This design comes from an exercise in tuning for small area, a short achievable clock period and few clock cycles on the open sky130 flow, not from production work.
Where RTL was checked, it was by simulation tests only, not by an equivalence proof against the original.
Power and IR drop assume default switching activity.

violet:
Design keyword_source_lexer, start of the top module:
module keyword_source_lexer #(
   parameter int MAX_TEXT_LEN = 65536
) (
   input  wire logic         clock,
   input  wire logic         reset,
   input  wire logic         req_valid,
   output logic             req_stall,
   input  wire logic [8:0]   req_data,
   output logic             rsp_valid,
   input  wire logic         rsp_stall,
   output logic [45:0]      rsp_data,
   input  wire logic         csr_we,
   input  wire logic [16:0]  csr_wdata
);
Size: roughly 1400 cells after synthesis, about 150 flip-flops, about 79 I/O pins, ~12000 µm² of cells after synthesis.
clock: 8.5 ns
lec_check: 0
cap_margin: 20
core_margin: 2
core_utilization: 40
setup_slack_margin: 5
slew_margin: 20
run.sh (not shown) runs the stock make flow with config.mk's settings and CLKGATE_MAP_FILE= SYNTH_SCRIPT=/design/flow/synth_recipe.tcl, a recipe that flattens the netlist after the stock synthesis.
[inputs] nickel vs violet
--- a/flow/config.mk
+++ b/flow/config.mk
@@ -9,3 +9,3 @@
 export CORE_MARGIN = 2
-export CORE_UTILIZATION = 40
+export CORE_UTILIZATION = 60
 export SETUP_SLACK_MARGIN = 5
Area overhead of the layout relative to synthesis for nickel: 0.79 points up relative to violet. Routing usage on met3 for nickel: 5.5 points up relative to violet. [nickel] maximum frequency fell 3.0% relative to violet. Worst endpoint data arrival time sits higher in nickel than in violet. Relative to violet, final cell count without fillers has decreased by about 5.4% in nickel. Comparing nickel against violet, there is no change at all in number of H-tree levels. In nickel, the number of iterations in the first detailed-routing pass came out 15 above the value in violet. Taking violet as the reference, in nickel final area went up, shortest clock period the worst path allows after layout went up. On number of non-clock buffers in the layout: between nickel and violet, it ends up lower for violet.
Changes in cedar relative to nickel:
--- a/flow/config.mk
+++ b/flow/config.mk
@@ -9,4 +9,4 @@
 export CORE_MARGIN = 2
-export CORE_UTILIZATION = 60
-export SETUP_SLACK_MARGIN = 5
+export CORE_UTILIZATION = 40
+export SETUP_SLACK_MARGIN = 3.75
 export SLEW_MARGIN = 20
==> run summary <==
Compared with nickel, in cedar register cell area after layout stayed essentially flat; routed length per instance fell by 3.3 µm. Run comparison: cedar kind of critical path reg -> reg; nickel kind of critical path in -> reg. On setup slack, nickel beats cedar. Proportion of cell area spent on the clock network of nickel is on par with cedar. Sequential share of layout area ended up 2.4 points higher on cedar than on nickel. Higher share of the clock period used by the worst path among cedar and nickel: cedar. Per the comparison of cedar with nickel, buffering overhead down 4.1 points; clock group share of total power decreased by 2.2 points relative to the old numbers; total of cells resized after clock tree synthesis moved down. Endpoint of the most critical setup path = u_front.kw_ff[4]: cedar; endpoint of the most critical setup path = u_front.far_ff: nickel.
> inputs changed (cedar -> quartz)
--- a/flow/config.mk
+++ b/flow/config.mk
@@ -10,3 +10,3 @@
 export CORE_UTILIZATION = 40
-export SETUP_SLACK_MARGIN = 3.75
+export SETUP_SLACK_MARGIN = 4.5
 export SLEW_MARGIN = 20
Findings:
quartz vs cedar: clock period minus final worst setup slack down. Highest-delay cell along the critical path: sky130_fd_sc_hd__nor4_1 -> cedar, sky130_fd_sc_hd__a221oi_1 -> quartz. Relative to cedar, final area has increased by about 3% in quartz. When the final numbers for quartz and cedar were put side by side, the met2 demand-to-capacity share in global routing turned out to be smaller in cedar.
No functional check of the RTL was part of any run of this note.

---

== the baseline ==
keyword_source_lexer, a different RTL version from the one above (not shown whole).
For scale: ~1600 cells after synthesis, ~150 flip-flops, roughly 79 I/O pins.
clock: 8.5 ns
lec_check: 0
abc_area: 1
cap_margin: 20
core_margin: 2
core_utilization: 40
cts_buf_list: sky130_fd_sc_hd__clkbuf_8
slew_margin: 20
standard.sh (not shown) runs the stock make flow with config.mk's settings and CLKGATE_MAP_FILE= SYNTH_SCRIPT=/design/flow/synth_recipe.tcl, a recipe that flattens the netlist after the stock synthesis.
==> flow/flow/run.sh <==
#!/bin/bash
# The standard layout, with the smallest buffer on each port instead of the
# default delay-cell buffer, and timing repair aiming 5.75 ns below the clock period
set -euo pipefail
export BUFFER_PORTS_ARGS="-buffer_cell sky130_fd_sc_hd__buf_1"
export SETUP_SLACK_MARGIN=5.75
bash standard.sh finish > standard_finish.log 2>&1
The baseline was carried through to the last stage, and its layout satisfied the timing, DRC and antenna checks.
Testbench counts of the baseline, summed over its fixed seeds: cycles 146,983.
Input changes introduced in the candidate (baseline for comparison: the baseline):
==> flow/flow/run.sh <==
#!/bin/bash
# The standard layout, with the smallest buffer on each port instead of the
# default delay-cell buffer; repair still resizes port buffers where timing needs it
set -euo pipefail
export BUFFER_PORTS_ARGS="-buffer_cell sky130_fd_sc_hd__buf_1"
bash standard.sh finish > standard_finish.log 2>&1
-- flow/config.mk --
<<< the baseline, line 12
export CTS_BUF_LIST = sky130_fd_sc_hd__clkbuf_8
export SLEW_MARGIN = 20
>>> the candidate, line 12
export CTS_BUF_LIST = sky130_fd_sc_hd__clkbuf_8
export SETUP_SLACK_MARGIN = 5
export SLEW_MARGIN = 20
Findings:
The candidate did not stop at any stage, and its layout met the timing, DRC and antenna checks.
Final instance area delta (the candidate − the baseline): favourable
Side by side, detailed-route wire length on metal 1 turned out lower in the candidate than in the baseline.
The faster design of the two is the baseline; the candidate tops out lower.
Lower placed instance area was reported by the candidate, not the baseline.
Power per standard cell area up about 9% in the candidate wrt the baseline
Looking only at number of cells in the finished layout apart from fillers, and setting everything else aside, the lower value of the candidate and the baseline goes to the candidate.
Going from the baseline to the candidate, via density per instance shrank slightly.

---

Another version of the RTL of keyword_source_lexer (not shown whole).
Size: about 1400 cells after synthesis, about 160 flip-flops, roughly 79 I/O pins, roughly 12000 um2 of cells after synthesis.
export LEC_CHECK = 0
export CAP_MARGIN = 20
export CORE_MARGIN = 2
export CORE_UTILIZATION = 40
export CTS_BUF_LIST = sky130_fd_sc_hd__clkbuf_8
export SETUP_SLACK_MARGIN = 5
export SLEW_MARGIN = 20
create_clock -name core_clock -period 8.5 [get_ports {clock}]
==> flow/flow/run.sh <==
#!/bin/bash
# The standard layout, with the smallest buffer on each port instead of the
# default delay-cell buffer; repair still resizes port buffers where timing needs it
set -euo pipefail
export BUFFER_PORTS_ARGS="-buffer_cell sky130_fd_sc_hd__buf_1"
bash standard.sh finish > standard_finish.log 2>&1
The baseline produced a clean layout.
Testbench counts at the start, summed over its fixed seeds: cycles 146,983.
Edit:
ABC_AREA = 1   (was default)
Result: Sequential share of layout area fell by 0.53 points; count of clock-buffer cells in the layout is unchanged; global-route usage came out higher by 3.5 points; final cell count goes up by 23%; via count went up by 11%.

---

build 30:
keyword_source_lexer, a different RTL version from the one above (not shown whole).
Size: roughly 1700 cells after synthesis, roughly 79 I/O pins, roughly 11000 µm² of cells after synthesis.
==> flow/config.mk <==
export PLATFORM = sky130hd
export DESIGN_NAME = keyword_source_lexer
export DESIGN_NICKNAME = keyword_source_lexer
export VERILOG_FILES = /design/flow/design.v
export SDC_FILE = /design/flow/constraint.sdc
export NUM_CORES = 4
export LEC_CHECK = 0
export ABC_AREA = 1
export CAP_MARGIN = 20
export CORE_MARGIN = 2
export CORE_UTILIZATION = 50
export CTS_BUF_LIST = sky130_fd_sc_hd__clkbuf_8
export SLEW_MARGIN = 20
==> flow/constraint.sdc <==
create_clock -name core_clock -period 8.5 [get_ports {clock}]
set_input_delay 1.7000 -clock core_clock [delete_from_list [all_inputs] [get_ports {clock}]]
set_output_delay 1.7000 -clock core_clock [all_outputs]
set_load 0.01 [all_outputs]
==> flow/flow/run.sh <==
#!/bin/bash
# The standard layout, with the smallest buffer on each port instead of the
# default delay-cell buffer, and timing repair aiming 5.65 ns below the clock period
set -euo pipefail
export BUFFER_PORTS_ARGS="-buffer_cell sky130_fd_sc_hd__buf_1"
export SETUP_SLACK_MARGIN=5.65
bash standard.sh finish > standard_finish.log 2>&1
Testbench counts of build 30, summed over its fixed seeds: cycles 148,692.
The following lists how build 88 was set up differently from build 30:
Settings: CORE_UTILIZATION changed from 50 to 40; ABC_AREA removed (was 1).
--- a/flow/flow/run.sh
+++ b/flow/flow/run.sh
@@ -3 +3 @@
-# default delay-cell buffer, and timing repair aiming 5.65 ns below the clock period
+# default delay-cell buffer, and timing repair aiming 5.5 ns below the clock period
@@ -6 +6 @@
-export SETUP_SLACK_MARGIN=5.65
+export SETUP_SLACK_MARGIN=5.5
==> run summary <==
Build 88 finished all stages; the layout is clean.
Sink count of the clock tree came out exactly the same in build 30 and build 88.
Build 88 vs. build 30: sequential share of layout area went down; area after detailed placement has increased; utilization of the core after routing has decreased.
Higher portion of the clock cycle consumed by the worst path in the final layout goes to build 88 over build 30.
Routed wirelength normalized by instance count (build 88 vs. build 30) increases by more than 10%
Input changes introduced in build 51 (baseline for comparison: build 88):
Settings: an added ABC_AREA of 1; a change of SLEW_MARGIN from 20 to 5; a change of CAP_MARGIN from 20 to 5.
--- a/flow/flow/run.sh
+++ b/flow/flow/run.sh
@@ -3 +3 @@
-# default delay-cell buffer, and timing repair aiming 5.5 ns below the clock period
+# default delay-cell buffer, and timing repair aiming 5.75 ns below the clock period
@@ -6 +6 @@
-export SETUP_SLACK_MARGIN=5.5
+export SETUP_SLACK_MARGIN=5.75
Notes after the runs:
- Lower post-cts repair resize count among build 51 and build 88: build 88
- NOTE die area build 88->build 51 decreased by a few percent
- The clock buffer instance count of the final layout reported for build 51 is greater than that of build 88 by 1.
- Of the two values seen for critical path class, input pin to flip-flop was produced by build 88 and flip-flop to output pin by build 51.
- When the final numbers for build 51 and build 88 were put side by side, the total power turned out to be greater in build 51.
- Between build 51 and build 88, wire length of the first global-routing pass is lower for build 88, build 51 comes in above that.
- Looking at routed wire length, build 51 sits above build 88.
- [build 51] summed instance area of the synthesized netlist fell 2.5% relative to build 88
- Taking build 88 over build 51, the power spent charging and discharging nets ratio works out to 0.78.
- The run showing the greater post-synthesis share of cell area spent on xor and xnor gates is build 88.
- Build 88 vs build 51, origin of the worst setup path: req_data[2] vs u_tokq.w_ff[42]$_DFFE_PN_
Input changes introduced in build 43 (baseline for comparison: build 51):
Settings: a change of CAP_MARGIN from 5 to 20; a change of SLEW_MARGIN from 5 to 20.
--- a/flow/flow/run.sh
+++ b/flow/flow/run.sh
@@ -3 +3 @@
-# default delay-cell buffer, and timing repair aiming 5.75 ns below the clock period
+# default delay-cell buffer, and timing repair aiming 6.25 ns below the clock period
@@ -6 +6 @@
-export SETUP_SLACK_MARGIN=5.75
+export SETUP_SLACK_MARGIN=6.25
## What came out
Fraction of cell area in non-clock buffers: build 43 vs build 51 up 9.2 points. Of build 43 and build 51, the run reporting the higher combinational power share was build 43. Reported for build 43 and build 51, number of antenna violations at the first check in global routing turned out identical to the last digit. Comparing build 43 and build 51, the higher sequential share of layout area is on build 51.

static timing again, ports no longer ideal:
How much do the figures lean on ideal ports? The routed layouts below were timed once more, with nothing changed but the port constraints.
Step 1, drivers: a clkbuf_16 drives clock and a buf_2 each remaining input, both assumed.
Step 2, shift: input delay + t, output delay - t, t = (earliest + latest rising clock arrival at the registers) / 2. This alone moves slack from input paths to output paths.
Slacks: ideal ports / drivers / drivers and shift; pairs: ideal ports / drivers.
| run | t, ns | slack for setup (ns) | clock arrival spread, ns | worst data-port slew with drivers (ns) | pins driven straight from the clock port |
|---|---|---|---|---|---|
| violet | 0.479 | 4.728 / 4.738 / 4.259 | 0.023 / 0.024 | 0.05 | 1 |
| nickel | 0.481 | 4.612 / 4.624 / 4.143 | 0.021 / 0.022 | 0.07 | 1 |
| cedar | 0.464 | 3.913 / 3.913 / 3.580 | 0.016 / 0.016 | 0.03 | 1 |
| quartz | 0.470 | 4.589 / 4.589 / 4.225 | 0.013 / 0.013 | 0.05 | 1 |
| the baseline | 0.494 | 5.742 / 5.735 / 5.269 | 0.015 / 0.015 | 0.03 | 1 |
| the candidate | 0.502 | 5.139 / 5.139 / 4.688 | 0.019 / 0.019 | 0.04 | 1 |
| the first run of note 3 | 0.489 | 5.071 / 5.071 / 4.689 | 0.026 / 0.025 | 0.04 | 1 |
| the second run of note 3 | 0.510 | 5.167 / 5.167 / 4.903 | 0.016 / 0.016 | 0.03 | 1 |
| build 30 | 0.492 | 5.713 / 5.678 / 5.240 | 0.019 / 0.019 | 0.04 | 1 |
| build 88 | 0.491 | 5.532 / 5.520 / 5.067 | 0.027 / 0.027 | 0.03 | 1 |
| build 51 | 0.488 | 5.758 / 5.716 / 5.309 | 0.022 / 0.022 | 0.05 | 1 |
| build 43 | 0.492 | 5.694 / 5.705 / 5.226 | 0.020 / 0.020 | 0.08 | 1 |
After both steps setup and hold are still met in every run listed.
